From an optimization exercise on the open Yosys and OpenROAD flow, aimed at small area, a short achievable clock period and few clock cycles per item; shortcuts taken in it are not production practice. Function was checked by simulation only, so behaviour that the tests miss may differ from the original. Power is estimated from default activity; no workload was simulated.

## v6
==> flow/design.v <==
`timescale 1ns/1ns
package fetch_pkg;
    parameter int XLEN = 32;
    typedef logic [XLEN-1:0] addr_t;
    typedef union packed {
        logic [3:0][7:0] bytes;
        logic [XLEN-1:0] word;
    } insn_word_u;
    typedef struct packed {
        logic  valid;
        addr_t pc;
    } lookup_t;
    typedef struct packed {
        logic       valid;
        addr_t      pc;
        insn_word_u insn;
    } fetch_t;
    typedef struct packed {
        logic  valid;
        addr_t pc;
    } redirect_t;
    typedef struct packed {
        logic       valid;
        addr_t      pc;
        insn_word_u data;
    } fill_t;
endpackage
`timescale 1ns/1ns
module fetch_top #(
    parameter int LO_W    = 6,
    parameter int CREDITS = 2
) (
    input  logic        clk,
    input  logic        rst_n_i,
    input  logic        redirect_valid_i,
    input  logic [31:0] redirect_pc_i,
    input  logic        credit_return_i,
    input  logic [7:0]  mem_data_i,
    output logic        fetch_valid_o,
    output logic [31:0] fetch_pc_o,
    output logic [31:0] fetch_insn_o,
    output logic        mem_rd_o,
    output logic [31:0] mem_addr_o
);
    localparam int LO = LO_W + 2;
    logic [31:LO]   hi_q;
    logic [LO-1:2]  rd_lo_q;
    logic [LO-1:2]  dl_lo_q;
    logic [1:0]     off_q;       
    logic [31:0]    insn_q;      
    logic           done_q;      
    logic           valid_q;     
    logic           carry_q;     
    logic [1:0]     occ_q;       
    logic           room;
    logic           last;
    logic           take;
    logic           wrap;
    assign room = (occ_q + {1'b0, valid_q}) < 2'(CREDITS);
    assign last = (off_q == 2'd3) && !carry_q;
    assign take = last && room;
    assign wrap = &rd_lo_q;
    always_ff @(posedge clk) begin
        if (!rst_n_i) begin
            hi_q    <= '0;
            rd_lo_q <= '0;
            off_q   <= 2'd0;
            done_q  <= 1'b0;
            valid_q <= 1'b0;
            carry_q <= 1'b0;
            occ_q   <= 2'd0;
        end else begin
            occ_q <= occ_q + {1'b0, valid_q} - {1'b0, credit_return_i};
            if (redirect_valid_i) begin
                hi_q    <= redirect_pc_i[31:LO];
                rd_lo_q <= redirect_pc_i[LO-1:2];
                off_q   <= 2'd0;
                done_q  <= 1'b0;
                valid_q <= 1'b0;
                carry_q <= 1'b0;
            end else begin
                done_q  <= take;
                valid_q <= done_q;
                if (!carry_q) begin
                    off_q <= off_q + 2'd1;
                end
                if (take) begin
                    rd_lo_q <= rd_lo_q + 1'b1;
                    carry_q <= wrap;
                end
                if (carry_q && valid_q) begin
                    hi_q    <= hi_q + 1'b1;
                    carry_q <= 1'b0;
                end
            end
        end
    end
    always_ff @(posedge clk) begin
        insn_q <= {mem_data_i, insn_q[31:8]};
        if (take) begin
            dl_lo_q <= rd_lo_q;
        end
    end
    assign mem_rd_o      = 1'b1;
    assign mem_addr_o    = {hi_q, rd_lo_q, off_q};
    assign fetch_valid_o = valid_q;
    assign fetch_pc_o    = {hi_q, dl_lo_q, 2'b00};
    assign fetch_insn_o  = insn_q;
endmodule
clock: 7.0 ns
lec_check: 0
abc_clock_period_in_ps: 2400
cap_margin: 20
core_margin: 2
core_utilization: 40
setup_slack_margin: 4.6
slew_margin: 20
standard.sh (not shown) runs the stock make flow with config.mk's settings and CLKGATE_MAP_FILE= SYNTH_SCRIPT=/design/flow/synth_recipe.tcl, a recipe that flattens the netlist after the stock synthesis.
==> flow/flow/run.sh <==
#!/bin/bash
# standard layout with plain buf_1 port buffers and adjusted clock tree options
set -euo pipefail
export BUFFER_PORTS_ARGS="-buffer_cell sky130_fd_sc_hd__buf_1"
export CTS_ARGS="-sink_clustering_enable -repair_clock_nets -dont_use_dummy_load"
bash standard.sh > flow_standard.log 2>&1
No stage failed in v6, and the final checks on the layout all came back clean.
Testbench counts of v6, summed over its fixed seeds: cycles 69,980, items 16,000.
#### Input delta (v7 over v6)
# v6
export LEC_CHECK = 0
export ABC_CLOCK_PERIOD_IN_PS = 2400
export CAP_MARGIN = 20
export CORE_MARGIN = 2
export CORE_UTILIZATION = 40
export SETUP_SLACK_MARGIN = 4.6
export SLEW_MARGIN = 20
create_clock -name core_clock -period 7.0 [get_ports {clk}]
# v7
export LEC_CHECK = 0
export CAP_MARGIN = 20
export CORE_MARGIN = 2
export CORE_UTILIZATION = 65
export SETUP_SLACK_MARGIN = 4.6
export SLEW_MARGIN = 20
create_clock -name core_clock -period 7.0 [get_ports {clk}]
Findings:
Reported for v6 and v7, share of synthesized registers carrying an async set or reset turned out identical to the last digit.
Higher cell area was reported by v6, not v7.
Compare v6 and v7 | height of the die higher: v6
v7 has completed all stages; timing, DRC and antenna checks passed.
Final cell count: v7 lower than v6
[compare] base=v6 new=v7: non-clock buffer count now sits higher; register-to-register setup slack dropped 50 ps; part of the total power dissipated in the clock network ~0 delta; worst setup slack now sits lower; proportion of power drawn by combinational gates now larger.

[afterwards: timing with drivers on the ports]
The results above use ideal ports. As a check the final layouts listed here were re-extracted and re-timed, cells and wires unchanged.
Step 1: set_driving_cell puts a clkbuf_16 on clk and a buf_2 on each other input, an assumption about the parent block.
Step 2 also shifts input and output timing later by t, the mid clock arrival at the registers, as if the neighbouring blocks saw the same clock.
Three values: no drivers, after step 1, after step 2; two values: the first two.
run | t (ns) | setup slack, ns | worst data-port slew with drivers (ns)
v6 | 0.363 | 4.667 / 4.637 / 4.395 | 0.04
v7 | 0.357 | 4.655 / 4.626 / 4.317 | 0.04
After both steps every run listed still meets setup and hold. For v7, which loses most, drivers alone change the setup slack by -0.029 ns; drivers and shift together by -0.338 ns.
